Background: an optimization exercise with open tools, aiming at small area. Do not read the settings as production practice. Only simulation tests tie the RTL to the original design; equivalence was not proved. Power is estimated from default activity; no workload was simulated. The flow treats the clock pin as an ideal source, which a real chip does not have.

==> flow/run.sh <==
#!/bin/bash
# synth_recipe.tcl (not shown) runs the flow's synth.tcl, then flattens the netlist and writes it again
# the make line also repeats each setting of config.mk as NAME=value (left out here)
make -C /OpenROAD-flow-scripts/flow DESIGN_CONFIG=/design/flow/config.mk WORK_HOME=/design/flow/orfs CLKGATE_MAP_FILE= SYNTH_SCRIPT=/design/flow/synth_recipe.tcl finish
==> flow/config.mk <==
export PLATFORM = sky130hd
export DESIGN_NAME = cam_core
export DESIGN_NICKNAME = cam_core
export VERILOG_FILES = /design/flow/design.v
export SDC_FILE = /design/flow/constraint.sdc
export NUM_CORES = 4
export LEC_CHECK = 0
export CAP_MARGIN = 20
export CORE_MARGIN = 2
export CORE_UTILIZATION = 65
export CTS_BUF_LIST = sky130_fd_sc_hd__clkbuf_16
export CTS_CLUSTER_DIAMETER = 100
export CTS_CLUSTER_SIZE = 30
export SLEW_MARGIN = 20
export SYNTH_HIERARCHICAL = 1
==> flow/constraint.sdc <==
create_clock -name core_clock -period 5.0 [get_ports {clk}]
set_input_delay 1.0000 -clock core_clock [delete_from_list [all_inputs] [get_ports {clk}]]
set_output_delay 1.0000 -clock core_clock [all_outputs]
set_load 0.01 [all_outputs]
==> flow/design.v <==
`default_nettype none
package cam_pkg;
  localparam int NUM_VARS = 4;
  localparam int VAR_WIDTH = 8;
  typedef logic [VAR_WIDTH-1:0] var_t;
  typedef var_t [NUM_VARS-1:0] vars_t;
  localparam int LEAF_WIDTH = 16;
  typedef logic signed [LEAF_WIDTH-1:0] leaf_t;
  localparam int TREE_ID_WIDTH = 4;
  typedef logic [TREE_ID_WIDTH-1:0] tree_id_t;
  localparam int CLASS_ID_WIDTH = 2;
  typedef logic [CLASS_ID_WIDTH-1:0] class_id_t;
  typedef enum logic [1:0] {
    MODE_INFER     = 2'd0,
    MODE_WRITE     = 2'd1,
    MODE_DONT_CARE = 2'd2,
    MODE_IDLE      = 2'd3
  } mode_t;
endpackage
`default_nettype wire
`timescale 1ns/1ns
`default_nettype none
module cam_maj2 (
  input  logic [1:0] a,
  input  logic [1:0] b,
  input  logic       c,
  output logic       y
);
  logic t;
  assign t = (a[0] & b[0]) | (a[0] & c) | (b[0] & c);
  assign y = (a[1] & b[1]) | (a[1] & t) | (b[1] & t);
endmodule
module cam_maj2_c1 (
  input  logic [1:0] a,
  input  logic [1:0] b,
  output logic       y
);
  logic t;
  assign t = a[0] | b[0];
  assign y = (a[1] & b[1]) | (a[1] & t) | (b[1] & t);
endmodule
module cam_maj2_c0 (
  input  logic [1:0] a,
  input  logic [1:0] b,
  output logic       y
);
  logic t;
  assign t = a[0] & b[0];
  assign y = (a[1] & b[1]) | (a[1] & t) | (b[1] & t);
endmodule
module cam_chain8 #(
  parameter bit CIN = 1'b0
) (
  input  logic [7:0] a,
  input  logic [7:0] b,
  output logic       y
);
  logic [3:0] c;
  if (CIN)
  begin : g_c1
    cam_maj2_c1 u_lsb (.a(a[1:0]), .b(b[1:0]), .y(c[0]));
  end
  else
  begin : g_c0
    cam_maj2_c0 u_lsb (.a(a[1:0]), .b(b[1:0]), .y(c[0]));
  end
  for (genvar k = 1; k < 4; k++)
  begin : g_step
    cam_maj2 u_step (.a(a[2*k +: 2]), .b(b[2*k +: 2]), .c(c[k-1]), .y(c[k]));
  end
  assign y = c[3];
endmodule
`default_nettype wire
`timescale 1ns/1ns
`default_nettype none
module cam_core (
  input  logic                clk,
  input  logic                rst_3,
  input  logic [1:0]          i_mode,
  input  logic [3:0]          i_clause,
  input  logic [1:0]          i_variable,
  input  logic                i_threshold_kind,
  input  logic [31:0]         i_vars,
  input  logic [15:0]         i_leaf,
  input  logic [3:0]          i_tree_id,
  input  logic [1:0]          i_class_id,
  output logic                o_ready,
  input  logic                i_out_ready,
  output logic                o_valid,
  output logic [127:0]        o_leaves,
  output logic [31:0]         o_tree_ids,
  output logic [15:0]         o_class_ids
);
  localparam int NC = 16;
  localparam int NV = 4;
  localparam int NS = 8;
  logic advance;
  assign advance = !o_valid || i_out_ready;
  assign o_ready = advance;
  logic m_infer, m_write, m_dc;
  assign m_infer = (i_mode == 2'd0);
  assign m_write = (i_mode == 2'd1);
  assign m_dc    = (i_mode == 2'd2);
  logic [31:0] lower_rows  [NC];
  logic [31:0] higher_rows [NC];
  logic [15:0] leaf_mem    [NC];
  logic [3:0]  tree_mem    [NC];
  logic [1:0]  class_mem   [NC];
  logic [NC-1:0] live;
  logic [NV-1:0] dont_care;
  always_ff @(posedge clk)
  begin
    for (int c = 0; c < NC; c++)
    begin
      if (advance && m_write && (i_clause == 4'(c)))
      begin
        if (!i_threshold_kind)
          lower_rows[c] <= ~i_vars;   
        else
          higher_rows[c] <= i_vars;
      end
    end
  end
  always_ff @(posedge clk)
  begin
    if (rst_3)
    begin
      live      <= '0;
      dont_care <= '0;
    end
    else if (advance)
    begin
      for (int c = 0; c < NC; c++)
        if (m_write && i_threshold_kind && (i_clause == 4'(c)))
          live[c] <= 1'b1;
      for (int j = 0; j < NV; j++)
        if (m_dc && (i_variable == 2'(j)))
          dont_care[j] <= 1'b1;
    end
  end
  logic [NC-1:0] hit;
  logic [31:0]   q_n;
  logic [NC*NV-1:0] in_range;
  assign q_n = ~i_vars;
  for (genvar c = 0; c < NC; c++)
  begin : g_clause
    for (genvar j = 0; j < NV; j++)
    begin : g_var
      logic ge, gt;
      cam_chain8 #(.CIN(1'b1)) u_ge (.a(i_vars[8*j +: 8]), .b(lower_rows[c][8*j +: 8]), .y(ge));
      cam_chain8 #(.CIN(1'b0)) u_gt (.a(higher_rows[c][8*j +: 8]), .b(q_n[8*j +: 8]), .y(gt));
      assign in_range[NV*c+j] = dont_care[j] | (ge & gt);
    end
    assign hit[c] = live[c] & (&in_range[NV*c +: NV]);
  end
  logic [2*NS-1:0] sel_now;
  always_comb
  begin
    for (int s = 0; s < NS; s++)
    begin
      sel_now[2*s+1] = hit[2*s+1];
      sel_now[2*s]   = hit[2*s] & ~hit[2*s+1];
    end
  end
  logic        s1_infer, s1_write, s2_infer, s2_write;
  logic [15:0] s1_data,  s2_data;
  logic [3:0]  s1_clause, s2_clause;
  logic        s1_tkind,  s2_tkind;
  logic [2*NS-1:0] out_sel_n;
  always_ff @(posedge clk)
  begin
    if (rst_3)
    begin
      s1_infer <= 1'b0;
      s1_write <= 1'b0;
      s2_infer <= 1'b0;
      s2_write <= 1'b0;
      o_valid  <= 1'b0;
    end
    else if (advance)
    begin
      s1_infer <= m_infer;
      s1_write <= m_write;
      s2_infer <= s1_infer;
      s2_write <= s1_write;
      o_valid  <= s2_infer;
    end
  end
  always_ff @(posedge clk)
  begin
    if (advance)
    begin
      if (m_infer)
        s1_data <= ~sel_now;
      else if (i_threshold_kind)
        s1_data <= ~i_leaf;
      else
        s1_data <= ~{i_leaf[15:6], i_class_id, i_tree_id};
      s1_clause <= i_clause;
      s1_tkind  <= i_threshold_kind;
      s2_data   <= s1_data;
      s2_clause <= s1_clause;
      s2_tkind  <= s1_tkind;
      out_sel_n <= s2_data;
    end
  end
  always_ff @(posedge clk)
  begin
    for (int c = 0; c < NC; c++)
    begin
      if (advance && s2_write && (s2_clause == 4'(c)))
      begin
        if (!s2_tkind)
        begin
          tree_mem[c]  <= s2_data[3:0];
          class_mem[c] <= s2_data[5:4];
        end
        else
        begin
          leaf_mem[c]  <= s2_data;
        end
      end
    end
  end
  always_comb
  begin
    for (int s = 0; s < NS; s++)
    begin
      o_leaves[16*s +: 16]  = ~(({16{out_sel_n[2*s+1]}} | leaf_mem[2*s+1]) &
                                ({16{out_sel_n[2*s]}}   | leaf_mem[2*s]));
      o_tree_ids[4*s +: 4]  = ~(({4{out_sel_n[2*s+1]}}  | tree_mem[2*s+1]) &
                                ({4{out_sel_n[2*s]}}    | tree_mem[2*s]));
      o_class_ids[2*s +: 2] = ~(({2{out_sel_n[2*s+1]}}  | class_mem[2*s+1]) &
                                ({2{out_sel_n[2*s]}}    | class_mem[2*s]));
    end
  end
endmodule
`default_nettype wire
==> results of run 1 <==
==> cell usage after synthesis, types with 7 or more instances <==
cell	instances	area, µm²
inv_1	33	124
nor3b_1	7	52.6
o22ai_1	560	3500
o21ai_1	384	1920
buf_2	8	40.0
a21oi_1	534	2670
nor4_1	8	50.1
o31ai_1	64	480
a31oi_1	69	432
edfxtp_1	1434	43100
dfxtp_1	25	500
clkbuf_1	21	78.8
buf_1	16	60.1
nand2_1	472	1770
nor2_1	162	608
o21ai_0	64	320
==> flip-flops by register name (all words and copies together) (netlist names) <==
register / cells
s1_clause: 4
s1_infer: 1
s2_clause: 4
lower_rows: 512
class_mem: 32
s2_infer: 1
leaf_mem: 256
s2_data: 16
live: 16
higher_rows: 512
s1_data: 16
s2_tkind: 1
s1_write: 1
dont_care: 4
s2_write: 1
out_sel_n: 16
o_valid: 1
s1_tkind: 1
tree_mem: 64
==> through the flow <==
stage / worst slack (ns) / cell area [µm²] / instances
floorplan: 1.07 / 56300 / 3931
global placement: 0.419 / 61600 / 5447
detailed placement: 0.372 / 61600 / 5447
CTS: 1.08 / 63200 / 5529
global route: 0.790 / 63200 / 5529
finish: 1.03 / 63200 / 5535
==> modules after synthesis, one instance, submodules excluded, excerpt <==
module       flip-flops and latches  cell area, µm²  times used  cells
cam_core                       1459           46600           1   2011
cam_maj2                          0            20.0         384      4
cam_maj2_c1                       0            16.3          64      3
cam_maj2_c0                       0            15.0          64      3
==> critical path, stage by stage <==
cell and delay (ns):
clkdlybuf4s50_1 0.42, inv_1 0.36, buf_4 0.31, a21oi_1 0.09, nor2_1 0.20, o22ai_1 0.11, o21ai_1 0.18, a21oi_1 0.08
o21ai_1 0.22, o22ai_1 0.12, o21ai_1 0.13, a21oi_1 0.15, nor4_1 0.57, buf_4 0.20, nand2_1 0.08, o21a_1 0.17
==> cell usage in the layout (no fill, tap or decap), types with 19 or more instances in the layout <==
cell type	instances
a21oi_1	534
a31oi_1	69
buf_2	19
buf_4	165
clkbuf_16	57
clkdlybuf4s50_1	223
dfxtp_1	25
edfxtp_1	1434
inv_1	56
nand2_1	472
nor2_1	130
nor2_4	32
o21ai_0	64
o21ai_1	384
o22ai_1	560
o31ai_1	64
==> per-layer routing <==
metal / up-vias / track usage (%)
li1: 16600 / -
met1: 17900 / 42.0
met2: 1636 / 52.3
met3: 236 / 4.48
met4: 6 / 9.19
met5: - / 0
==> area by class of cell <==
class | instances | area, µm² | share of cell area [%]
Inverter | 34 | 128 | 0.202
Sequential cell | 1459 | 43600 | 68.9
Antenna cell | 6 | 15.0 | 0.0238
Tap cell | 1144 | 1430 | 2.27
Clock inverter | 25 | 125 | 0.198
Multi-Input combinational cell | 2386 | 12600 | 20.0
Clock buffer | 57 | 1430 | 2.26
Timing Repair Buffer | 424 | 3890 | 6.16
==> how the worst max path moves through the flow <==
stage / from / endpoint / slack (ns) / depth (start not counted)
global route: i_vars[0] / s1_data[13]$_DFFE_PN_ / 0.79 / 16
finish: i_vars[0] / s1_data[13]$_DFFE_PN_ / 1.03 / 16
floorplan: i_out_ready / leaf_mem[11][0]$_DFFE_PP_ / 1.07 / 4
CTS: i_vars[0] / s1_data[13]$_DFFE_PN_ / 1.08 / 16
global placement: i_vars[16] / s1_data[13]$_DFFE_PN_ / 0.42 / 16
detailed placement: i_vars[0] / s1_data[13]$_DFFE_PN_ / 0.37 / 16
==> power breakdown <==
part,switching (mW),total [mW],internal [mW]
registers,0.156,13.7,13.5
clock network,3.40,5.53,2.13
logic,1.01,1.57,0.556
total,4.57,20.8,16.2
==> cells by family (layout without fill, tap and decap cells) <==
| group | after synthesis | in the layout | synth area share (%) |
|---|---|---|---|
| compound gates | 1688 | 1688 | 16.8 |
| buf+inv | 86 | 540 | 0.656 |
| flops | 1459 | 1459 | 77.4 |
| mux | 6 | 6 | 0.107 |
| other cells | 0 | 6 | 0 |
| simple gates | 692 | 692 | 5.10 |
==> out/results.ini, run 1 <==
[floorplan]
chipWidth_um=298
start_util_pct=65.8
die_area_um2=89000
io_pins=244
fp.dieH_um=298
coreArea_um2=85500
core.rowCount=107

[min_path]
worstHoldEndpoint=s2_clause[2]$_DFFE_PN_
hold_depth=0
min_path_type=reg2reg
hp-start=s1_clause[2]$_DFFE_PN_

[synthesis]
syn_area_um2=56300
async_reset_ff_share_pct=0
syn-instance-count=3931
synth_edf_count=1434
synth_cell_types=44
ys_warn_count=17
ys_ff_latch=1459
ys.flop_type=edfxtp_1
yosysSeqAreaShare_pct=77.4
synth_nets=3997
avgSynthCellArea_um2=14.3

[cts]
cts_setup_buffers=0
cts_resized=0
clk_pin_slew_ns=0.11
ctsLongestPathBuffers=3
clk_latency_ns=0.67
cts-root-buf=clkbuf_16
htree_num_levels=2
cts_buffers=54
cts_tree=done
hold_buffers=0
cts_sinks=1459

[timing]
fin_hold_ws_ns=0.430
fmax_mhz=252
period_minus_slack_ns=3.97
worstMarginPinSlew_ns=0.983
slew_violations=0
skew_ns=0.0286
relSlewSlack_pct=34.2
hold_viol_final=0
setup_viol=0
fin_crit_sh_pct=79.5
fin_setup_tns_ns=0
rsz0062_at_grt=no

[setup_path]
r2r_slack_ns=1.91
r2r-end=s1_data[13]$_DFFE_PN_
crit_path_start_kind=input pin
rr_worst_depth=13
r2r-start=lower_rows[13][8]$_DFFE_PP_
crit_type=in2reg
worstPathRequired_ns=5.44
critPathMaxFanout=18
endpoint_kind=flip-flop
worstPathArrival_ns=4.42

[power_and_ir_drop]
p_per_area_nw_per_um2=329
irDropWorstVdd_mv=0.313
finalPower_mw=20.8
p_leak_nw=19.9

[placement]
port_buffers=243
dp_hpwl_mm=92.9
gp_congestion=0.846

[drt]
highest_layer=met5
via_count=36400
route.detailed.drc=0
wl_per_cell_um=25.1
avgViaCountPerCell=6.57
routed-wl-met2_mm=69.7
met1_length_mm=53.1
antenna_left=0
wl_met3_mm=11.3
dr.first_iter.drc_count=3977
routed_wl_mm=139
dr.pass1.iters=6

[finish]
nNetsFinal=4425
fin_util_pct=73.9
fill_cells=5335
drive_gt1_share_pct=7.14
areaGrowthSynthToFinish_pct=12.2

[flow_run]
cap_viol_max_count=0

[run_status]
status=no timing/DRC/antenna violations

[global_routing]
grt_usage_pct=30.8
grt_max_degree=55
grt_pass1_vias=33700
grt_pass1_wl_mm=206
overflow=0
antenna_found_initial=8

==> inputs of run 2 (changes only) <==
--- a/flow/design.v
+++ b/flow/design.v
@@ -21,4 +21,30 @@
 `timescale 1ns/1ns
 `default_nettype none
+module cam_hold_bit (
+  input  logic we,
+  input  logic nwe,
+  input  logic d,
+  input  logic q,
+  output logic y
+);
+  assign y = (we & d) | (nwe & q);
+endmodule
+module cam_hold #(
+  parameter int W = 1
+) (
+  input  logic         we,
+  input  logic         nwe,
+  input  logic [W-1:0] d,
+  input  logic [W-1:0] q,
+  output logic [W-1:0] y
+);
+  for (genvar i = 0; i < W; i++)
+  begin : g_bit
+    cam_hold_bit u_bit (.we(we), .nwe(nwe), .d(d[i]), .q(q[i]), .y(y[i]));
+  end
+endmodule
+`default_nettype wire
+`timescale 1ns/1ns
+`default_nettype none
 module cam_maj2 (
   input  logic [1:0] a,
@@ -109,15 +135,28 @@
   logic [NC-1:0] live;
   logic [NV-1:0] dont_care;
-  always_ff @(posedge clk)
-  begin
-    for (int c = 0; c < NC; c++)
-    begin
-      if (advance && m_write && (i_clause == 4'(c)))
-      begin
-        if (!i_threshold_kind)
-          lower_rows[c] <= ~i_vars;   
-        else
-          higher_rows[c] <= i_vars;
-      end
+  logic [NC-1:0] we_lo, we_hi;
+  logic [31:0]   lower_next  [NC];
+  logic [31:0]   higher_next [NC];
+  always_comb
+  begin
+    for (int c = 0; c < NC; c++)
+    begin
+      we_lo[c] = advance && m_write && (i_clause == 4'(c)) && !i_threshold_kind;
+      we_hi[c] = advance && m_write && (i_clause == 4'(c)) &&  i_threshold_kind;
+    end
+  end
+  for (genvar c = 0; c < NC; c++)
+  begin : g_rows
+    cam_hold #(.W(32)) u_lo (.we(we_lo[c]), .nwe(!we_lo[c]), .d(~i_vars),
+                             .q(lower_rows[c]),  .y(lower_next[c]));
+    cam_hold #(.W(32)) u_hi (.we(we_hi[c]), .nwe(!we_hi[c]), .d(i_vars),
+                             .q(higher_rows[c]), .y(higher_next[c]));
+  end
+  always_ff @(posedge clk)
+  begin
+    for (int c = 0; c < NC; c++)
+    begin
+      lower_rows[c]  <= lower_next[c];
+      higher_rows[c] <= higher_next[c];
     end
   end
@@ -187,38 +226,54 @@
     end
   end
-  always_ff @(posedge clk)
-  begin
-    if (advance)
-    begin
-      if (m_infer)
-        s1_data <= ~sel_now;
-      else if (i_threshold_kind)
-        s1_data <= ~i_leaf;
-      else
-        s1_data <= ~{i_leaf[15:6], i_class_id, i_tree_id};
-      s1_clause <= i_clause;
-      s1_tkind  <= i_threshold_kind;
-      s2_data   <= s1_data;
-      s2_clause <= s1_clause;
-      s2_tkind  <= s1_tkind;
-      out_sel_n <= s2_data;
-    end
-  end
-  always_ff @(posedge clk)
-  begin
-    for (int c = 0; c < NC; c++)
-    begin
-      if (advance && s2_write && (s2_clause == 4'(c)))
-      begin
-        if (!s2_tkind)
-        begin
-          tree_mem[c]  <= s2_data[3:0];
-          class_mem[c] <= s2_data[5:4];
-        end
-        else
-        begin
-          leaf_mem[c]  <= s2_data;
-        end
-      end
+  logic [15:0] s1_load;
+  always_comb
+  begin
+    if (m_infer)
+      s1_load = ~sel_now;
+    else if (i_threshold_kind)
+      s1_load = ~i_leaf;
+    else
+      s1_load = ~{i_leaf[15:6], i_class_id, i_tree_id};
+  end
+  localparam int PW = 16 + 4 + 1;
+  logic [3*PW+2*NS-1:0] pipe_q, pipe_d, pipe_next;
+  assign pipe_q = {s1_data, s1_clause, s1_tkind,
+                   s2_data, s2_clause, s2_tkind,
+                   out_sel_n};
+  assign pipe_d = {s1_load, i_clause, i_threshold_kind,
+                   s1_data, s1_clause, s1_tkind,
+                   s2_data};
+  cam_hold #(.W(3*PW+2*NS)) u_pipe (.we(advance), .nwe(!advance), .d(pipe_d),
+                                    .q(pipe_q), .y(pipe_next));
+  always_ff @(posedge clk)
+  begin
+    {s1_data, s1_clause, s1_tkind,
+     s2_data, s2_clause, s2_tkind,
+     out_sel_n} <= pipe_next;
+  end
+  logic [NC-1:0] we_ids, we_leaf;
+  logic [15:0]   leaf_next [NC];
+  logic [5:0]    ids_next  [NC];
+  always_comb
+  begin
+    for (int c = 0; c < NC; c++)
+    begin
+      we_ids[c]  = advance && s2_write && (s2_clause == 4'(c)) && !s2_tkind;
+      we_leaf[c] = advance && s2_write && (s2_clause == 4'(c)) &&  s2_tkind;
+    end
+  end
+  for (genvar c = 0; c < NC; c++)
+  begin : g_payload
+    cam_hold #(.W(16)) u_leaf (.we(we_leaf[c]), .nwe(!we_leaf[c]), .d(s2_data),
+                               .q(leaf_mem[c]), .y(leaf_next[c]));
+    cam_hold #(.W(6))  u_ids  (.we(we_ids[c]),  .nwe(!we_ids[c]),  .d(s2_data[5:0]),
+                               .q({class_mem[c], tree_mem[c]}), .y(ids_next[c]));
+  end
+  always_ff @(posedge clk)
+  begin
+    for (int c = 0; c < NC; c++)
+    begin
+      leaf_mem[c]                <= leaf_next[c];
+      {class_mem[c], tree_mem[c]} <= ids_next[c];
     end
   end
==> flow/flow/run.sh (new file) <==
#!/bin/bash
# Standard synthesis, then the standard layout with a few layout-only
# settings passed to the ORFS make targets:
#  - port buffers use a small buffer cell,
#  - clock tree: larger sink clusters, no dummy loads,

set -euo pipefail
bash standard.sh synth > synth.log 2>&1
bash standard.sh \
  BUFFER_PORTS_ARGS="-buffer_cell sky130_fd_sc_hd__buf_1" \
  CTS_ARGS="-sink_clustering_enable -repair_clock_nets -sink_clustering_size 26 -sink_clustering_max_diameter 100 -buf_list sky130_fd_sc_hd__clkbuf_16 -dont_use_dummy_load" \
  finish > layout.log 2>&1
==> flow/standard.sh (new file) <==
#!/bin/bash
# synth_recipe.tcl (not shown) runs the flow's synth.tcl, then flattens the netlist and writes it again
# the make line also repeats each setting of config.mk as NAME=value (left out here)
make -C /OpenROAD-flow-scripts/flow DESIGN_CONFIG=/design/flow/config.mk WORK_HOME=/design/flow/orfs CLKGATE_MAP_FILE= SYNTH_SCRIPT=/design/flow/synth_recipe.tcl "${@:-finish}"
--- a/flow/config.mk
+++ b/flow/config.mk
@@ -9,7 +9,5 @@
 export CORE_MARGIN = 2
 export CORE_UTILIZATION = 65
-export CTS_BUF_LIST = sky130_fd_sc_hd__clkbuf_16
-export CTS_CLUSTER_DIAMETER = 100
-export CTS_CLUSTER_SIZE = 30
+export PLACE_DENSITY = 0.8
 export SLEW_MARGIN = 20
 export SYNTH_HIERARCHICAL = 1
removed: flow/run.sh
==> run 2 against run 1 <==
Compared with the run above:
- die area is 2.7% lower
- fmax is 5.9% higher
- synthesized area is 2.8% lower
- clock-buffer cell count is 9 higher
- non-clock buffer count is 25 higher
- final area is 4.8% lower
- flip-flop and latch count stayed put
- clock power is 8.9% higher
- routed wire length is 35% higher
- critical path type unchanged
- highest routed layer unchanged
==> out/results.ini, run 2 <==
[global_routing]
grt_pass1_wl_mm=278  ; +35%
overflow=0  ; unchanged
antenna_found_initial=11  ; +3
grt_pass1_vias=46200  ; +37%
grt_usage_pct=41.4  ; +11 points
grt_max_degree=51  ; -7.3%

[setup_path]
worstPathRequired_ns=5.57  ; +0.13 ns
endpoint_kind=flip-flop
crit_type=in2reg
worstPathArrival_ns=4.32  ; -0.10 ns
r2r-start=higher_rows[11][1]$_DFF_P_
cpPeakStageDelay_ns=0.69  ; +0.12 ns
crit_family=compound AO/OA/AOI/OAI gates
cp_common_cell=o21ai_1
path_cells=clkbuf_2 -> inv_1 -> buf_4 -> a31oi_1 -> nor2_1 -> a21oi_1 -> o21ai_1 -> o22ai_1 -> o21ai_1 -> o22ai_1 -> o21ai_1 -> a21oi_1 -> nor4_1 -> nand2_1 -> o21a_1 -> a22o_1
crit_path_top_delay_cell=nor4_1
startpoint=i_vars[24]
critPathMaxFanout=22  ; +4
crit_cells=16  ; unchanged
rr_worst_depth=13  ; unchanged
crit_path_start_kind=input pin
crit_buf_inv=3  ; -1

[cts]
ctsLongestPathBuffers=3  ; unchanged
cts-root-buf=clkbuf_16
clk_pin_slew_ns=0.10  ; about the same
cts_sinks=1459  ; unchanged
cts_tree=done
htree_num_levels=3  ; +1
clk_latency_ns=0.66  ; about the same
cts_setup_buffers=0  ; unchanged
cts_buffers=66  ; +22%
cts_resized=0  ; unchanged
hold_buffers=0  ; unchanged

[finish]
areaGrowthSynthToFinish_pct=9.86
final_cell_mix=1,458 x dfxtp_1, 1,434 x a22o_1, 560 x o22ai_1
drive_gt1_share_pct=5.48  ; -1.7 points
nNetsFinal=5964  ; +35%
final_common_cell=dfxtp_1
largest_registers=higher_rows x512, lower_rows x512, leaf_mem x256

[placement]
dp_hpwl_mm=116  ; +25%
gp_congestion=0.921  ; +8.9%
port_buffers=243  ; unchanged

[drt]
dr.first_iter.drc_count=6193  ; +56%
route.detailed.drc=0  ; unchanged
dr.pass1.iters=9  ; +3
via_count=51400  ; +41%
avgViaCountPerCell=7.36  ; +12%
wl_per_cell_um=26.9  ; +7.5%
routed_wl_mm=188  ; +35%
antenna_left=0  ; unchanged

[floorplan]
io_pins=244  ; unchanged
fp.dieH_um=294  ; -1.4%
chipWidth_um=294  ; -1.4%
coreArea_um2=83600  ; -2.3%
core.rowCount=106  ; -0.93%
die_area_um2=86600  ; -2.7%
start_util_pct=65.5  ; -0.29 points

[timing]
period_minus_slack_ns=3.75  ; -0.222 ns
fin_setup_tns_ns=0  ; unchanged
relSlewSlack_pct=20.6  ; -14 points
slew_violations=0  ; unchanged
skew_ns=0.0645  ; +0.0359 ns
fin_crit_sh_pct=75.1  ; -4.4 points
worstMarginPinSlew_ns=1.19  ; +0.205 ns
fmax_mhz=266  ; +5.9%
hold_viol_final=0  ; unchanged
setup_viol=0  ; unchanged
rsz0062_at_grt=no

[min_path]
min_path_type=reg2reg
hp-start=s1_infer$_SDFFE_PP0N_
hold_depth=2  ; +2

[power_and_ir_drop]
irDropWorstVdd_mv=0.359  ; +15%
p_per_area_nw_per_um2=396  ; +20%
p_leak_nw=23.6  ; +19%
finalPower_mw=23.8  ; +14%

[flow_run]
cap_viol_max_count=0  ; unchanged

[synthesis]
synth_nets=5508  ; +38%
syn-instance-count=5442  ; +38%
syn_area_um2=54700  ; -2.8%
avgSynthCellArea_um2=10.1  ; -30%
ys_warn_count=21  ; +4

[run_status]
status=no timing/DRC/antenna violations

## run 2: power breakdown
group          total [mW]  leakage (nW)  switching [mW]  internal, mW
sequential           14.1          12.0            1.08          13.0
clock                6.02         0.813            3.63          2.39
combinational        3.71          10.8            2.00          1.71
## run 2: through the flow
stage	setup slack, ns	cells	instance area (µm²)	hold slack, ns	util [%]
after detailed placement	0.811	6910	58500	0.450	70.0
after global placement	0.903	6910	58500	0.440	70.0
after CTS	1.47	6976	60100	0.468	72.0
after floorplan	1.34	5442	54700	0.429	-
final	1.25	6979	60100	0.476	72.0
after global routing	1.10	6976	60100	0.488	72.0
## run 2: cell type report
| class | count | area [µm²] |
|---|---|---|
| sequential | 1459 | 29200 |
| timing repair buffer | 449 | 2650 |
| antenna | 3 | 7.51 |
| multi-input combinational | 3839 | 25000 |
| inverter | 83 | 314 |
| tap | 1080 | 1350 |
| fill | 6298 | 23400 |
| clock buffer | 66 | 1650 |
## run 2: final timing paths
path                                end  slack, ns
setup / recovery    s1_data[11]$_DFF_P_       1.25
hold / removal    s1_infer$_SDFFE_PP0N_       0.48
setup reg to reg    s1_data[11]$_DFF_P_       1.82
hold reg to reg   s1_infer$_SDFFE_PP0N_       0.48
## run 2: per-layer routing
| layer | vias to the layer above | GRT usage [%] | share of wire [%] |
|---|---|---|---|
| li1 | 22600 | - | - |
| met3 | 590 | 10.5 | 13 |
| met5 | - | 0 | 0.054 |
| met1 | 24800 | 55.5 | 39 |
| met2 | 3303 | 60.7 | 42 |
| met4 | 16 | 23.5 | 6.3 |
## run 2: worst reg2reg max path, stage by stage (launching register included)
cell and delay (ns):
dfxtp_1 0.37, a31oi_1 0.08, nor2_1 0.15, a21oi_1 0.08
o21ai_1 0.22, o22ai_1 0.12, o21ai_1 0.24, a21oi_1 0.11
o21ai_1 0.19, a21oi_1 0.19, nor4_1 0.77, nand2_1 0.18
o21a_1 0.21, a22o_1 0.20
==> inputs of run 3 (changes only) <==
--- a/flow/config.mk
+++ b/flow/config.mk
@@ -9,5 +9,5 @@
 export CORE_MARGIN = 2
 export CORE_UTILIZATION = 65
-export PLACE_DENSITY = 0.8
+export GPL_ROUTABILITY_DRIVEN = 0
 export SLEW_MARGIN = 20
 export SYNTH_HIERARCHICAL = 1
==> run 3 against run 2 <==
Compared with the run above:
- final area about the same
- flip-flop and latch count unchanged
- via count down 1.6%
- final cell count down 0.16%
- critical path depth down 2
- largest power group unchanged
- highest routed layer unchanged
==> out/results.ini, run 3 <==
[run_status]
status=no timing/DRC/antenna violations

[global_routing]
grt_pass1_wl_mm=278  ; -0.17%
grt_pass1_vias=45300  ; -2.0%
grt_usage_pct=41.4  ; +0.068 points
antenna_found_initial=11  ; unchanged
overflow=0  ; unchanged
grt_max_degree=54  ; +5.9%

[power_and_ir_drop]
switchingPower_mw=6.66  ; -0.91%
switching_share_pct=28.0  ; -0.18 points
irDropWorstVdd_mv=0.378  ; +5.3%
clkPwrFrac_pct=25.1  ; -0.2 points
seq_power_share_pct=59.3  ; +0.2 points
power.internal_mw=17.1  ; about the same
p_comb_share_pct=15.6  ; about the same
p_per_area_nw_per_um2=395  ; -0.19%
p_leak_nw=23.5  ; -0.25%

[synthesis]
syn_area_um2=54700  ; unchanged
avgSynthCellArea_um2=10.1  ; unchanged
ys_warn_count=21  ; unchanged
syn-instance-count=5442  ; unchanged
synth_nets=5508  ; unchanged

[cts]
htree_num_levels=3  ; unchanged
ctsLongestPathBuffers=3  ; unchanged
hold_buffers=0  ; unchanged
cts_sinks=1459  ; unchanged
cts_setup_buffers=0  ; unchanged
cts_resized=0  ; unchanged
cts_tree=done
cts-root-buf=clkbuf_16
clk_latency_ns=0.64  ; -0.02 ns
clk_pin_slew_ns=0.11  ; about the same
cts_buffers=66  ; unchanged

[setup_path]
cpPeakStageDelay_ns=0.59  ; -0.10 ns
r2r_slack_ns=1.87  ; +0.05 ns
endpoint_kind=flip-flop
crit_path_start_kind=input pin
crit_type=in2reg
critPathMaxFanout=20  ; -9.1%
worstPathRequired_ns=5.54  ; -0.03 ns
crit_path_top_delay_cell=nor4_1
worstPathArrival_ns=4.18  ; -0.14 ns
cp_common_cell=a21oi_1
path_cells=clkbuf_2 -> inv_1 -> a21oi_1 -> nor2_1 -> a21oi_1 -> o21ai_1 -> a21oi_1 -> o21ai_1 -> o22ai_1 -> o21ai_1 -> a21oi_1 -> nor4_1 -> a31oi_1 -> a22o_1

[flow_run]
cap_viol_max_count=0  ; unchanged

[drt]
antenna_left=0  ; unchanged
via_count=50500  ; -1.6%
dr.first_iter.drc_count=6178  ; -0.24%
routed-wl-met2_mm=78.8  ; -0.13%
route.detailed.drc=0  ; unchanged
wl_per_cell_um=26.8  ; -0.33%
wl_met3_mm=23.2  ; -5.3%
routed_wl_mm=187  ; -0.49%
met1_length_mm=74.1  ; +2.2%
avgViaCountPerCell=7.25  ; -1.5%
highest_layer=met5
dr.pass1.iters=9  ; unchanged

[finish]
final_cells=6968  ; -0.16%
areaGrowthSynthToFinish_pct=9.75  ; about the same
final_common_cell=dfxtp_1
final_area_um2=60100  ; about the same
nNetsFinal=5951  ; -0.22%
drive_gt1_share_pct=5.25  ; -0.23 points
final_cell_mix=1,456 x dfxtp_1, 1,434 x a22o_1, 560 x o22ai_1
largest_registers=higher_rows x512, lower_rows x512, leaf_mem x256

[placement]
port_buffers=243  ; unchanged
place_area_um2=58400  ; -0.14%
dp_cells=6896  ; -0.20%
dp_hpwl_mm=116  ; +0.31%

[timing]
relSlewSlack_pct=18.9  ; -1.8 points
skew_ns=0.0503  ; -0.0143 ns
fmax_mhz=275  ; +3.2%
fin_setup_tns_ns=0  ; unchanged
worstMarginPinSlew_ns=1.22  ; +0.0268 ns
rsz0062_at_grt=no
hold_viol_final=0  ; unchanged
slew_violations=0  ; unchanged
fin_crit_sh_pct=72.7  ; -2.3 points
setup_viol=0  ; unchanged
period_minus_slack_ns=3.64  ; -0.116 ns

[floorplan]
coreArea_um2=83600  ; unchanged
chipWidth_um=294  ; unchanged
die_area_um2=86600  ; unchanged
start_util_pct=65.5  ; unchanged
io_pins=244  ; unchanged
core.rowCount=106  ; unchanged
fp.dieH_um=294  ; unchanged

[min_path]
min_path_type=reg2reg

run 3: power by group through the flow:
| stage | Sequential (mW) | Clock, mW | Combinational, mW |
|---|---|---|---|
| final | 14.1 | 5.97 | 3.69 |
| after global routing | 14.2 | 6.38 | 4.00 |
| after CTS | 14.0 | 5.99 | 3.62 |
| after detailed placement | 14.3 | 0 | 3.60 |
| after global placement | 14.2 | 0 | 3.48 |
| after floorplan | 14.0 | 0 | 2.55 |
run 3: cell type report:
cell class                      count  area, µm²
Tap cell                         1080       1350
Sequential cell                  1459      29200
Antenna cell                        5       12.5
Timing Repair Buffer              436       2600
Fill cell                        6475      23500
Clock buffer                       66       1650
Inverter                           83        314
Multi-Input combinational cell   3839      24900
run 3: final timing paths:
path | start | depth (start not counted) | to
worst max register to register | o_valid$_SDFFE_PP0N_ | 8 | lower_rows[5][30]$_DFF_P_
worst min register to register | s2_infer$_SDFFE_PP0N_ | 2 | s2_infer$_SDFFE_PP0N_
worst max-delay path | i_vars[0] | 14 | s1_data[5]$_DFF_P_
worst min-delay path | s2_infer$_SDFFE_PP0N_ | 2 | s2_infer$_SDFFE_PP0N_
run 3: metal layers:
| layer | global-route usage (%) | up-vias |
|---|---|---|
| met1 | 56.4 | 24500 |
| met3 | 10.2 | 467 |
| met2 | 60.6 | 2984 |
| met4 | 22.2 | 16 |
| met5 | 1.36 | - |
| li1 | - | 22600 |
run 3: critical path, delay by kind of cell:
family          cells  cell delay, ns
simple gates        2            0.77
buf+inv             2            0.61
compound gates     10            1.78
run 3: stage by stage:
step                power [mW]  hold WS, ns  utilization [%]  setup WS [ns]
floorplan                 16.5        0.429                -           1.34
global placement          17.7        0.440             69.9          0.895
detailed placement        17.9        0.450             69.9          0.791
CTS                       23.7        0.463             71.9           1.46
global route              24.6        0.482             71.9           1.16
finish                    23.7        0.464             71.9           1.36
==> inputs of run 4 (changes only) <==
--- a/flow/config.mk
+++ b/flow/config.mk
@@ -9,5 +9,4 @@
 export CORE_MARGIN = 2
 export CORE_UTILIZATION = 65
-export GPL_ROUTABILITY_DRIVEN = 0
 export SLEW_MARGIN = 20
 export SYNTH_HIERARCHICAL = 1
==> run 4 against run 3 <==
Compared with the run above:
- clock skew stayed put
- power unchanged
- largest cell class unchanged
- still clean on timing, DRC and antenna
- final cell count unchanged
==> out/results.ini, run 4 <==
[global_routing]
grt_pass1_vias=45300  ; unchanged
grt_pass1_wl_mm=278  ; unchanged
antenna_found_initial=11  ; unchanged
overflow=0  ; unchanged
grt_max_degree=54  ; unchanged
grt_usage_pct=41.4  ; unchanged

[finish]
final_cell_mix=1,456 x dfxtp_1, 1,434 x a22o_1, 560 x o22ai_1
final_common_cell=dfxtp_1
multi_input_area_um2=24900  ; unchanged
largest_registers=higher_rows x512, lower_rows x512, leaf_mem x256
fin_util_pct=71.9  ; unchanged
seq_area_um2=29200  ; unchanged
drive_gt1_share_pct=5.25  ; unchanged
fill_cells=6475  ; unchanged
areaGrowthSynthToFinish_pct=9.75  ; unchanged
nNetsFinal=5951  ; unchanged

[setup_path]
crit_cells=14  ; unchanged
critPathMaxFanout=20  ; unchanged
r2r_slack_ns=1.87  ; about the same
crit_type=in2reg
rr_worst_depth=8  ; unchanged
crit_family=compound AO/OA/AOI/OAI gates
endpoint_kind=flip-flop
r2r-start=o_valid$_SDFFE_PP0N_
worstPathRequired_ns=5.54  ; about the same
worstPathArrival_ns=4.18  ; about the same
crit_path_top_delay_cell=nor4_1
path_cells=clkbuf_2 -> inv_1 -> a21oi_1 -> nor2_1 -> a21oi_1 -> o21ai_1 -> a21oi_1 -> o21ai_1 -> o22ai_1 -> o21ai_1 -> a21oi_1 -> nor4_1 -> a31oi_1 -> a22o_1
crit_path_start_kind=input pin
crit_buf_inv=2  ; unchanged
r2r-end=lower_rows[5][30]$_DFF_P_
cpPeakStageDelay_ns=0.59  ; about the same
cp_common_cell=a21oi_1

[power_and_ir_drop]
p_leak_nw=23.5  ; unchanged
p_per_area_nw_per_um2=395  ; unchanged
irDropWorstVdd_mv=0.378  ; unchanged
finalPower_mw=23.7  ; unchanged

[floorplan]
chipWidth_um=294  ; unchanged
die_area_um2=86600  ; unchanged
coreArea_um2=83600  ; unchanged
core.rowCount=106  ; unchanged
fp.dieH_um=294  ; unchanged
io_pins=244  ; unchanged
start_util_pct=65.5  ; unchanged

[flow_run]
cap_viol_max_count=0  ; unchanged

[timing]
fin_crit_sh_pct=72.7  ; unchanged
period_minus_slack_ns=3.64  ; unchanged
fin_hold_ws_ns=0.464  ; unchanged
slew_violations=0  ; unchanged
worstMarginPinSlew_ns=1.22  ; unchanged
relSlewSlack_pct=18.9  ; unchanged
fin_setup_tns_ns=0  ; unchanged
hold_viol_final=0  ; unchanged
rsz0062_at_grt=no
fmax_mhz=275  ; unchanged
setup_viol=0  ; unchanged
timing.final.ws_setup_ns=1.36  ; unchanged
skew_ns=0.0503  ; unchanged

[cts]
clk_pin_slew_ns=0.11  ; about the same
clk_latency_ns=0.64  ; about the same
ctsLongestPathBuffers=3  ; unchanged
cts-root-buf=clkbuf_16
cts_tree=done
cts_resized=0  ; unchanged
cts_setup_buffers=0  ; unchanged
htree_num_levels=3  ; unchanged
hold_buffers=0  ; unchanged
cts_sinks=1459  ; unchanged
cts_buffers=66  ; unchanged

[placement]
dp_hpwl_mm=116  ; unchanged
dp_slack_ns=0.791  ; unchanged
port_buffers=243  ; unchanged
gp_congestion=0.952

[drt]
wl_per_cell_um=26.8  ; unchanged
route.detailed.drc=0  ; unchanged
avgViaCountPerCell=7.25  ; unchanged
dr.pass1.iters=9  ; unchanged
antenna_left=0  ; unchanged
dr.first_iter.drc_count=6178  ; unchanged
via_count=50500  ; unchanged
routed_wl_mm=187  ; unchanged

[min_path]
min_path_type=reg2reg
worstHoldEndpoint=s2_infer$_SDFFE_PP0N_
hp-start=s2_infer$_SDFFE_PP0N_
hold_depth=2  ; unchanged

[synthesis]
syn_area_um2=54700  ; unchanged
ys_warn_count=21  ; unchanged
syn-instance-count=5442  ; unchanged
synth_nets=5508  ; unchanged
avgSynthCellArea_um2=10.1  ; unchanged

[run_status]
status=no timing/DRC/antenna violations

==> run 4: cell counts in the layout (fill, tap and decap cells not counted) <==
Identical to the previous run, type by type.
==> run 4: through the flow <==
step,std cells,cell area (µm²)
2_1_floorplan,5442,54700
3_3_place_gp,6896,58400
3_5_place_dp,6896,58400
4_1_cts,6962,60000
5_1_grt,6965,60100
6_report,6968,60100
==> run 4: cell type report <==
class                           count  area share, %
Sequential cell                  1459           48.6
Multi-Input combinational cell   3839           41.5
Timing Repair Buffer              436           4.32
Clock buffer                       66           2.75
Tap cell                         1080           2.25
Inverter                           83          0.523
Antenna cell                        5         0.0208
==> run 4: where the power goes <==
group / switching, mW / internal, mW / total, mW
sequential: 1.08 / 13.0 / 14.1
clock: 3.58 / 2.39 / 5.97
combinational: 1.99 / 1.70 / 3.69
==> run 4: how the worst max path moves through the flow <==
stage	startpoint	to	slack, ns
finish	i_vars[0]	s1_data[5]$_DFF_P_	1.36
global route	i_vars[0]	s1_data[4]$_DFF_P_	1.16
CTS	i_vars[0]	s1_data[5]$_DFF_P_	1.46
detailed placement	i_vars[0]	s1_data[5]$_DFF_P_	0.79
global placement	i_vars[0]	s1_data[5]$_DFF_P_	0.89
floorplan	i_vars[0]	s1_data[15]$_DFF_P_	1.34
==> run 4: layer usage <==
| layer | global-route usage, % | up-vias | part of all wire (%) |
|---|---|---|---|
| li1 | - | 22600 | - |
| met1 | 56.4 | 24500 | 40 |
| met2 | 60.6 | 2984 | 42 |
| met3 | 10.2 | 467 | 12 |
| met4 | 22.2 | 16 | 5.7 |
| met5 | 1.36 | - | 0.13 |
==> run 4: worst register-to-register path, stage by stage (launching register included) <==
cell and delay (ns):
dfxtp_1 0.37, nand2b_2 0.16, inv_4 0.13, nor4b_4 0.81, nand2_1 0.12, buf_4 0.31
inv_1 0.59, buf_4 0.38, a22o_1 0.20
==> inputs of run 5 (changes only) <==
--- a/flow/flow/run.sh
+++ b/flow/flow/run.sh
@@ -9,4 +9,4 @@
 bash standard.sh \
   BUFFER_PORTS_ARGS="-buffer_cell sky130_fd_sc_hd__buf_1" \
-  CTS_ARGS="-sink_clustering_enable -repair_clock_nets -sink_clustering_size 26 -sink_clustering_max_diameter 100 -buf_list sky130_fd_sc_hd__clkbuf_16 -dont_use_dummy_load" \
+  CTS_ARGS="-sink_clustering_enable -repair_clock_nets -sink_clustering_size 30 -sink_clustering_max_diameter 100 -buf_list sky130_fd_sc_hd__clkbuf_16 -dont_use_dummy_load" \
   finish > layout.log 2>&1
--- a/flow/config.mk
+++ b/flow/config.mk
@@ -9,4 +9,7 @@
 export CORE_MARGIN = 2
 export CORE_UTILIZATION = 65
+export CTS_BUF_LIST = sky130_fd_sc_hd__clkbuf_16
+export CTS_CLUSTER_DIAMETER = 100
+export CTS_CLUSTER_SIZE = 30
 export SLEW_MARGIN = 20
 export SYNTH_HIERARCHICAL = 1
==> run 5 against run 4 <==
Compared with the run above:
- utilization is 0.37 points lower
- sequential share of layout area rose by 0.25 points
- clock-buffer cell count is 12 lower
- worst setup slack worse by 0.12 ns
- final area is 0.52% lower
- routed wire length about the same
- fmax decreased by 3.1%
- via count barely moved
- non-clock buffer count unchanged
==> out/results.ini, run 5 <==
[run_status]
status=no timing/DRC/antenna violations

[global_routing]
grt_usage_pct=41.3  ; -0.13 points
antenna_found_initial=11  ; unchanged
overflow=0  ; unchanged
grt_max_degree=54  ; unchanged
grt_pass1_vias=45300  ; +0.11%
grt_pass1_wl_mm=277  ; -0.12%

[flow_run]
cap_viol_max_count=0  ; unchanged

[synthesis]
syn_area_um2=54700  ; unchanged
synth_nets=5508  ; unchanged
syn-instance-count=5442  ; unchanged
ys_warn_count=21  ; unchanged
avgSynthCellArea_um2=10.1  ; unchanged

[floorplan]
io_pins=244  ; unchanged
fp.dieH_um=294  ; unchanged
die_area_um2=86600  ; unchanged
start_util_pct=65.5  ; unchanged
coreArea_um2=83600  ; unchanged
chipWidth_um=294  ; unchanged
core.rowCount=106  ; unchanged

[setup_path]
cp_common_cell=a21oi_1
critPathMaxFanout=20  ; unchanged
cpPeakStageDelay_ns=0.70  ; +0.11 ns
crit_path_top_delay_cell=nor4_1
endpoint_kind=flip-flop
path_cells=clkbuf_2 -> inv_1 -> a21oi_1 -> nor2_1 -> a21oi_1 -> o21ai_1 -> a21oi_1 -> o21ai_1 -> o22ai_1 -> o21ai_1 -> a21oi_1 -> nor4_1 -> a31oi_1 -> a22o_1
worstPathRequired_ns=5.60  ; +0.06 ns
crit_path_start_kind=input pin
crit_type=in2reg
worstPathArrival_ns=4.35  ; +0.17 ns

[cts]
cts_setup_buffers=0  ; unchanged
cts_resized=0  ; unchanged
clk_latency_ns=0.69  ; +0.05 ns
hold_buffers=0  ; unchanged
htree_num_levels=2  ; -1
cts_sinks=1459  ; unchanged
cts_buffers=54  ; -18%
clk_pin_slew_ns=0.12  ; about the same
cts-root-buf=clkbuf_16
ctsLongestPathBuffers=3  ; unchanged
cts_tree=done

[timing]
period_minus_slack_ns=3.75  ; +0.117 ns
rsz0062_at_grt=no
hold_viol_final=0  ; unchanged
fmax_mhz=266  ; -3.1%
slew_violations=0  ; unchanged
timing.final.ws_setup_ns=1.25  ; -0.117 ns
fin_setup_tns_ns=0  ; unchanged
worstMarginPinSlew_ns=1.21  ; -0.00695 ns
setup_viol=0  ; unchanged
relSlewSlack_pct=19.3  ; +0.46 points
skew_ns=0.0649  ; +0.0147 ns
fin_crit_sh_pct=75.1  ; +2.3 points

[finish]
drive_gt1_share_pct=5.06  ; -0.19 points
final_cell_mix=1,456 x dfxtp_1, 1,434 x a22o_1, 560 x o22ai_1
areaGrowthSynthToFinish_pct=9.18
fill_cells=6490  ; +0.23%
fin_util_pct=71.5  ; -0.37 points
largest_registers=higher_rows x512, lower_rows x512, leaf_mem x256
final_common_cell=dfxtp_1
nNetsFinal=5939  ; -0.20%

[drt]
avgViaCountPerCell=7.26  ; +0.11%
routed_wl_mm=187  ; about the same
via_count=50500  ; -0.063%
dr.pass1.iters=6  ; -3
route.detailed.drc=0  ; unchanged
dr.first_iter.drc_count=6082  ; -1.6%
wl_per_cell_um=26.9  ; +0.22%
antenna_left=0  ; unchanged

[power_and_ir_drop]
clkPwrFrac_pct=23.5  ; -1.6 points
switchingPower_mw=6.57  ; -1.3%
p_leak_nw=23.4  ; -0.61%
p_per_area_nw_per_um2=388  ; -1.7%
p_comb_share_pct=15.9  ; +0.3 points
power.internal_mw=16.7  ; -2.5%
irDropWorstVdd_mv=0.413  ; +9.2%
switching_share_pct=28.3  ; +0.25 points
seq_power_share_pct=60.6  ; +1.3 points

[min_path]
min_path_type=reg2reg

[placement]
dp_hpwl_mm=116  ; unchanged
gp_congestion=0.952  ; unchanged
port_buffers=243  ; unchanged
dp_slack_ns=0.791  ; unchanged

run 5: power groups by stage:
stage / logic (mW) / clock network, mW / registers, mW
6_report: 3.69 / 5.45 / 14.1
4_1_cts: 3.62 / 5.45 / 14.0
2_1_floorplan: 2.55 / 0 / 14.0
5_1_grt: 4.00 / 5.83 / 14.2
3_5_place_dp: 3.60 / 0 / 14.3
3_3_place_gp: 3.48 / 0 / 14.2
run 5: final cells by class:
type	instances	area, µm²	share of cell area (%)
well taps	1080	1350	2.26
clock buffers	54	1350	2.26
diodes	5	12.5	0.0209
multi-input cells	3839	24900	41.7
flip-flops and latches	1459	29200	48.9
repair buffers	436	2580	4.32
inverters	83	314	0.525
run 5: worst paths after layout:
| kind | to | cells past startpoint | slack [ns] | startpoint |
|---|---|---|---|---|
| worst max-delay path | s1_data[5]$_DFF_P_ | 14 | 1.25 | i_vars[0] |
| worst min-delay path | s1_infer$_SDFFE_PP0N_ | 2 | 0.46 | s1_infer$_SDFFE_PP0N_ |
| worst max register to register | lower_rows[5][13]$_DFF_P_ | 8 | 1.86 | o_valid$_SDFFE_PP0N_ |
| worst min register to register | s1_infer$_SDFFE_PP0N_ | 2 | 0.46 | s1_infer$_SDFFE_PP0N_ |
run 5: stage by stage:
stage	cells	instance area [µm²]	power, mW	hold slack, ns
after CTS	6950	59700	23.1	0.465
after global placement	6896	58400	17.7	0.440
after global routing	6952	59800	24.1	0.483
after floorplan	5442	54700	16.5	0.429
final	6956	59800	23.2	0.465
after detailed placement	6896	58400	17.9	0.450
run 5: worst max-delay path: cells and delay by family:
kind	cells	cell delay, ns
simple gates	2	0.89
buf+inv	2	0.62
compound gates	10	1.82
run 5: routing by layer:
metal  share of wire [%]  track usage, %  wire [µm]
met5                0.11           0.964        215
met4                 6.1            23.4      11400
met3                  12            9.97      23200
met2                  42            60.1      78200
met1                  40            56.1      74000
==> inputs of run 6 (changes only) <==
==> flow/run.sh (new file) <==
#!/bin/bash
# synth_recipe.tcl (not shown) runs the flow's synth.tcl, then flattens the netlist and writes it again
# the make line also repeats each setting of config.mk as NAME=value (left out here)
make -C /OpenROAD-flow-scripts/flow DESIGN_CONFIG=/design/flow/config.mk WORK_HOME=/design/flow/orfs CLKGATE_MAP_FILE= SYNTH_SCRIPT=/design/flow/synth_recipe.tcl finish
removed: flow/flow/run.sh
removed: flow/standard.sh
==> run 6 against run 5 <==
Compared with the run above:
- routed wire length rose by 0.72%
- synthesized area did not move
- sequential power barely moved
- synthesized cell count did not move
- clock power rose by 3%
- flip-flop and latch count did not move
- final cell count rose by 0.53%
- first-iteration DRC count fell by 2.0%
- worst hold slack barely moved
- fmax barely moved
- register-to-register slack got worse by 0.15 ns
- critical path depth rose by 1
- critical endpoint is now s1_data[11]$_DFF_P_
- largest cell class unchanged
- largest power group unchanged
==> out/results.ini, run 6 <==
[synthesis]
syn_area_um2=54700  ; unchanged
syn-instance-count=5442  ; unchanged
synth_nets=5508  ; unchanged
avgSynthCellArea_um2=10.1  ; unchanged
ys_warn_count=21  ; unchanged

[drt]
via_count=50500  ; -0.042%
wl_per_cell_um=26.9  ; +0.19%
avgViaCountPerCell=7.22  ; -0.57%
antenna_left=0  ; unchanged
dr.first_iter.drc_count=5958  ; -2.0%
routed_wl_mm=188  ; +0.72%
route.detailed.drc=0  ; unchanged
dr.pass1.iters=9  ; +3

[setup_path]
crit_type=in2reg
worstPathArrival_ns=4.35  ; about the same
endpoint_kind=flip-flop
critPathMaxFanout=19  ; -5.0%
r2r_slack_ns=1.71  ; -0.15 ns
crit_path_start_kind=input pin
worstPathRequired_ns=5.59  ; about the same

[timing]
skew_ns=0.0296  ; -0.0353 ns
fin_crit_sh_pct=75.1  ; about the same
fmax_mhz=266  ; about the same
hold_viol_final=0  ; unchanged
setup_viol=0  ; unchanged
slew_violations=0  ; unchanged
fin_setup_tns_ns=0  ; unchanged
period_minus_slack_ns=3.76  ; +0.00136 ns
timing.final.ws_setup_ns=1.24  ; -0.00136 ns
rsz0062_at_grt=no
worstMarginPinSlew_ns=1.22  ; +0.0133 ns
relSlewSlack_pct=18.4  ; -0.91 points

[cts]
clk_latency_ns=0.70  ; about the same
cts_buffers=54  ; unchanged
htree_num_levels=2  ; unchanged
clk_pin_slew_ns=0.11  ; about the same
ctsLongestPathBuffers=3  ; unchanged
cts_tree=done
cts_sinks=1459  ; unchanged
cts_resized=0  ; unchanged
cts_setup_buffers=0  ; unchanged
cts-root-buf=clkbuf_16
hold_buffers=0  ; unchanged

[flow_run]
cap_viol_max_count=0  ; unchanged

[global_routing]
overflow=0  ; unchanged
grt_pass1_vias=45700  ; +0.92%
grt_pass1_wl_mm=280  ; +0.79%
grt_usage_pct=41.7  ; +0.43 points
grt_max_degree=60  ; +11%
antenna_found_initial=17  ; +6

[floorplan]
io_pins=244  ; unchanged
die_area_um2=86600  ; unchanged
fp.dieH_um=294  ; unchanged
coreArea_um2=83600  ; unchanged
start_util_pct=65.5  ; unchanged
core.rowCount=106  ; unchanged
chipWidth_um=294  ; unchanged

[placement]
dp_hpwl_mm=121  ; +4.2%
gp_congestion=0.912  ; -4.2%
port_buffers=243  ; unchanged
dp_slack_ns=0.734  ; -0.0577 ns

[finish]
fill_cells=6217  ; -4.2%
drive_gt1_share_pct=5.60  ; +0.54 points
nNetsFinal=5971  ; +0.54%
largest_registers=higher_rows x512, lower_rows x512, leaf_mem x256
fin_util_pct=73.6  ; +2.0 points
final_common_cell=dfxtp_1
final_cell_mix=1,458 x dfxtp_1, 1,434 x a22o_1, 560 x o22ai_1
areaGrowthSynthToFinish_pct=12.3

[power_and_ir_drop]
irDropWorstVdd_mv=0.365  ; -12%
p_per_area_nw_per_um2=385  ; -1.0%
p_leak_nw=24.2  ; +3.5%

[min_path]
min_path_type=reg2reg

[run_status]
status=no timing/DRC/antenna violations

## run 6: changes by cell type in the layout (fill, tap and decap cells not counted), moves of 2 or more
cell	previous run	this run
buf_1	211	0
buf_12	14	19
buf_2	0	32
buf_4	178	206
clkbuf_16	54	57
clkbuf_2	32	0
clkdlybuf4s50_1	0	211
dfxtp_1	1456	1458
dfxtp_2	3	1
inv_1	79	81
## run 6: worst max-delay path, cell delays in order
cell and delay (ns):
buf_2 0.11, inv_1 0.45, a31oi_1 0.16, nor2_1 0.16
a21oi_1 0.09, o21ai_1 0.31, o22ai_1 0.14, o21ai_1 0.17
o22ai_1 0.10, o21ai_1 0.13, a21oi_1 0.14, nor4_1 0.79
nand2_1 0.18, o21a_1 0.21, a22o_1 0.19
## run 6: report_power, final
group | internal [mW] | total [mW] | switching [mW]
clock | 2.06 | 5.60 | 3.55
combinational | 1.95 | 3.95 | 2.00
sequential | 13.0 | 14.1 | 1.09
total | 17.0 | 23.6 | 6.64
## run 6: stage by stage
| stage | hold slack [ns] | power (mW) | area, µm² | instances |
|---|---|---|---|---|
| detailed placement | 0.447 | 18.1 | 60000 | 6928 |
| global placement | 0.440 | 18.0 | 60000 | 6928 |
| CTS | 0.463 | 23.5 | 61500 | 6986 |
| floorplan | 0.429 | 16.5 | 54700 | 5442 |
| global route | 0.483 | 24.5 | 61500 | 6989 |
| finish | 0.465 | 23.6 | 61500 | 6993 |
## run 6: per-layer routing
| metal | routed length (µm) | part of all wire [%] | GRT usage [%] |
|---|---|---|---|
| met1 | 73400 | 39 | 55.2 |
| met2 | 80500 | 43 | 62.5 |
| met3 | 23400 | 12 | 11.5 |
| met4 | 10900 | 5.8 | 21.3 |
| met5 | 320 | 0.17 | 1.36 |
## run 6: worst paths after layout
path                          startpoint                     to  cells past startpoint
max                            i_vars[0]    s1_data[11]$_DFF_P_                     15
min                s2_infer$_SDFFE_PP0N_  s2_infer$_SDFFE_PP0N_                      2
max reg2reg  higher_rows[11][17]$_DFF_P_    s1_data[11]$_DFF_P_                     13
min reg2reg        s2_infer$_SDFFE_PP0N_  s2_infer$_SDFFE_PP0N_                      2
## run 6: final cells by class
cell class	instances	area [µm²]	area share, %
antenna	6	15.0	0.0244
clock buffer	57	1430	2.32
clock inverter	1	16.3	0.0265
inverter	83	314	0.511
multi-input combinational	3839	25000	40.6
sequential	1459	29200	47.5
tap	1080	1350	2.20
timing repair buffer	468	4200	6.83
==> inputs of run 7 (changes only) <==
==> flow/flow/run.sh (new file) <==
#!/bin/bash
# Standard synthesis, then the standard layout with a few layout-only
# settings passed to the ORFS make targets:
#  - port buffers use a small buffer cell,
#  - clock tree: larger sink clusters, no dummy loads,

set -euo pipefail
bash standard.sh synth > synth.log 2>&1
bash standard.sh \
  BUFFER_PORTS_ARGS="-buffer_cell sky130_fd_sc_hd__buf_1" \
  CTS_ARGS="-sink_clustering_enable -repair_clock_nets -sink_clustering_size 24 -sink_clustering_max_diameter 100 -buf_list sky130_fd_sc_hd__clkbuf_16 -dont_use_dummy_load" \
  finish > layout.log 2>&1
==> flow/standard.sh (new file) <==
#!/bin/bash
# synth_recipe.tcl (not shown) runs the flow's synth.tcl, then flattens the netlist and writes it again
# the make line also repeats each setting of config.mk as NAME=value (left out here)
make -C /OpenROAD-flow-scripts/flow DESIGN_CONFIG=/design/flow/config.mk WORK_HOME=/design/flow/orfs CLKGATE_MAP_FILE= SYNTH_SCRIPT=/design/flow/synth_recipe.tcl "${@:-finish}"
--- a/flow/config.mk
+++ b/flow/config.mk
@@ -9,7 +9,5 @@
 export CORE_MARGIN = 2
 export CORE_UTILIZATION = 65
-export CTS_BUF_LIST = sky130_fd_sc_hd__clkbuf_16
-export CTS_CLUSTER_DIAMETER = 100
-export CTS_CLUSTER_SIZE = 30
+export GPL_TIMING_DRIVEN = 0
 export SLEW_MARGIN = 20
 export SYNTH_HIERARCHICAL = 1
removed: flow/run.sh
==> run 7 against run 6 <==
Compared with the run above:
- still clean on timing, DRC and antenna
- clock-buffer cell count is 13 higher
- via count hardly changed
- combinational power shrank 4%
- sequential power about the same
- critical path depth stayed put
- fmax is 15% lower
- worst setup slack got worse by 0.66 ns
- critical path type unchanged
- largest power group unchanged
==> out/results.ini, run 7 <==
[run_status]
status=no timing/DRC/antenna violations

[flow_run]
cap_viol_max_count=0  ; unchanged

[timing]
fin_crit_sh_pct=88.3  ; +13 points
rsz0062_at_grt=no
hold_viol_final=0  ; unchanged
slew_violations=0  ; unchanged
period_minus_slack_ns=4.42  ; +0.660 ns
fmax_mhz=226  ; -15%
fin_hold_ws_ns=0.477  ; +0.0123 ns
worstMarginPinSlew_ns=1.25  ; +0.0257 ns
fin_setup_tns_ns=0  ; unchanged
setup_viol=0  ; unchanged
skew_ns=0.0315  ; +0.00186 ns
relSlewSlack_pct=16.7  ; -1.7 points

[synthesis]
syn_area_um2=54700  ; unchanged
avgSynthCellArea_um2=10.1  ; unchanged
synth_nets=5508  ; unchanged
ys_warn_count=21  ; unchanged
syn-instance-count=5442  ; unchanged

[placement]
gp_congestion=0.878  ; -3.8%
port_buffers=242  ; -0.41%
dp_hpwl_mm=119  ; -1.7%

[min_path]
min_path_type=reg2reg
worstHoldEndpoint=leaf_mem[14][14]$_DFF_P_
hold_depth=1  ; -1
hp-start=leaf_mem[14][14]$_DFF_P_

[floorplan]
io_pins=244  ; unchanged
die_area_um2=86600  ; unchanged
chipWidth_um=294  ; unchanged
coreArea_um2=83600  ; unchanged
start_util_pct=65.5  ; unchanged
fp.dieH_um=294  ; unchanged
core.rowCount=106  ; unchanged

[power_and_ir_drop]
p_comb_share_pct=15.8  ; -0.9 points
power.internal_mw=17.3  ; +1.7%
p_per_area_nw_per_um2=392  ; +1.9%
switchingPower_mw=6.68  ; +0.70%
p_leak_nw=23.7  ; -1.9%
clkPwrFrac_pct=25.6  ; +1.9 points
switching_share_pct=27.9  ; -0.19 points
seq_power_share_pct=58.5  ; -1.1 points
irDropWorstVdd_mv=0.333  ; -8.7%

[drt]
wl_per_cell_um=26.6  ; -1.4%
avgViaCountPerCell=7.28  ; +0.91%
antenna_left=0  ; unchanged
dr.first_iter.drc_count=5807  ; -2.5%
via_count=50500  ; +0.063%
dr.pass1.iters=8  ; -1
route.detailed.drc=0  ; unchanged
routed_wl_mm=184  ; -2.2%

[setup_path]
cp_common_cell=a21oi_1
crit_path_start_kind=input pin
rr_worst_depth=10  ; -3
cpPeakStageDelay_ns=0.94  ; +0.15 ns
worstPathRequired_ns=5.52  ; -0.07 ns
critPathMaxFanout=32  ; +13
path_cells=buf_2 -> inv_2 -> a31oi_1 -> nor2_1 -> a21oi_1 -> o21ai_1 -> a21oi_1 -> o21ai_1 -> a21oi_1 -> o21ai_1 -> a21oi_1 -> nor4_1 -> nand2_1 -> o21a_1 -> a22o_1
r2r-start=o_valid$_SDFFE_PP0N_
endpoint_kind=flip-flop
worstPathArrival_ns=4.94  ; +0.59 ns
r2r_slack_ns=1.32  ; -0.39 ns
r2r-end=lower_rows[12][9]$_DFF_P_
crit_type=in2reg
crit_path_top_delay_cell=nor4_1

[finish]
largest_registers=higher_rows x512, lower_rows x512, leaf_mem x256
nNetsFinal=5919  ; -0.87%
final_cell_mix=1,453 x dfxtp_1, 1,434 x a22o_1, 560 x o22ai_1
areaGrowthSynthToFinish_pct=11.8
final_common_cell=dfxtp_1
drive_gt1_share_pct=5.88  ; +0.28 points

[global_routing]
grt_pass1_wl_mm=274  ; -1.9%
overflow=0  ; unchanged
grt_usage_pct=40.6  ; -1.1 points
grt_pass1_vias=45600  ; -0.32%
antenna_found_initial=19  ; +2
grt_max_degree=68  ; +13%

[cts]
clk_pin_slew_ns=0.09  ; -0.02 ns
cts_resized=0  ; unchanged
htree_num_levels=3  ; +1
cts-root-buf=clkbuf_16
cts_tree=done
cts_setup_buffers=0  ; unchanged
clk_latency_ns=0.65  ; -0.05 ns
cts_sinks=1459  ; unchanged
hold_buffers=0  ; unchanged
ctsLongestPathBuffers=3  ; unchanged
cts_buffers=70  ; +30%

-- run 7: worst max path at each step --
stage          startpoint                   to  slack [ns]  cells after the start
6_report       i_vars[17]   s1_data[9]$_DFF_P_        0.58                     15
5_1_grt        i_vars[17]   s1_data[9]$_DFF_P_        0.39                     15
3_5_place_dp    i_vars[1]   s1_data[9]$_DFF_P_        0.27                     15
4_1_cts        i_vars[17]   s1_data[9]$_DFF_P_        0.89                     15
3_3_place_gp   i_vars[11]   s1_data[6]$_DFF_P_       -2.19                     12
2_1_floorplan   i_vars[0]  s1_data[15]$_DFF_P_        1.34                     14
-- run 7: worst max-delay path: cells and delay by family --
| family | cells | cell delay [ns] |
|---|---|---|
| simple gates | 3 | 1.35 |
| compound gates | 10 | 1.60 |
| buf+inv | 2 | 0.97 |
-- run 7: per-layer routing --
layer / track usage (%) / vias up / share of wire (%)
met2: 61.2 / 2822 / 43
met4: 20.8 / 16 / 5.5
met5: 0 / - / 0.052
met1: 55.6 / 24600 / 40
li1: - / 22600 / -
met3: 7.95 / 492 / 11
-- run 7: power groups by stage --
stage               logic, mW  registers (mW)  clock network (mW)
floorplan                2.55            14.0                   0
global placement         3.38            14.2                   0
detailed placement       3.71            14.2                   0
CTS                      3.73            14.0                6.16
global route             4.13            14.2                6.55
finish                   3.80            14.0                6.14
-- run 7: cell type report --
class,count,area [µm²]
timing repair buffer,339,3220
sequential,1459,29200
fill,6129,22400
inverter,83,314
multi-input combinational,3839,25100
clock buffer,70,1750
tap,1080,1350
buffer,61,275
antenna,3,7.51
-- run 7: through the flow --
step / instance area [µm²] / setup slack (ns) / power (mW) / cells / util (%)
finish: 61200 / 0.585 / 24.0 / 6934 / 73.2
CTS: 61200 / 0.895 / 23.9 / 6930 / 73.2
detailed placement: 59400 / 0.275 / 17.9 / 6860 / 71.1
floorplan: 54700 / 1.34 / 16.5 / 5442 / -
global route: 61200 / 0.393 / 24.9 / 6932 / 73.2
global placement: 57000 / -2.19 / 17.6 / 6764 / 68.2

separate check: timing with driven ports:
The results above use ideal ports. As a check the final layouts listed here were re-extracted and re-timed, cells and wires unchanged.
Step 1 (the two cells are an assumption about what drives the block):
set clk [get_ports {clk}]
set_driving_cell -lib_cell sky130_fd_sc_hd__clkbuf_16 $clk
set_driving_cell -lib_cell sky130_fd_sc_hd__buf_2 [delete_from_list [all_inputs] $clk]
Step 2 also shifts input and output timing later by t, the mid clock arrival at the registers, as if the neighbouring blocks saw the same clock.
Three values: ideal, step 1, step 2; two values: the first two.
run | t (ns) | slack for setup (ns) | worst setup path at the end | worst slew at a driven data input, ns
run 1 | 0.734 | 1.025 / 1.074 / 0.340 | input to register | 0.13
run 2 | 0.702 | 1.247 / 1.293 / 0.591 | input to register | 0.17
run 3 | 0.702 | 1.363 / 1.417 / 0.715 | input to register | 0.13
run 4 | 0.702 | 1.363 / 1.417 / 0.715 | input to register | 0.13
run 5 | 0.732 | 1.246 / 1.299 / 0.568 | input to register | 0.14
run 6 | 0.758 | 1.244 / 1.254 / 0.495 | input to register | 0.18
run 7 | 0.708 | 0.585 / 0.584 / -0.124 | input to register | 0.16
With both steps, setup timing fails in run 7, where it was met with ideal ports. For run 6, which loses most, drivers alone change the setup slack by +0.010 ns; drivers and shift together by -0.749 ns.
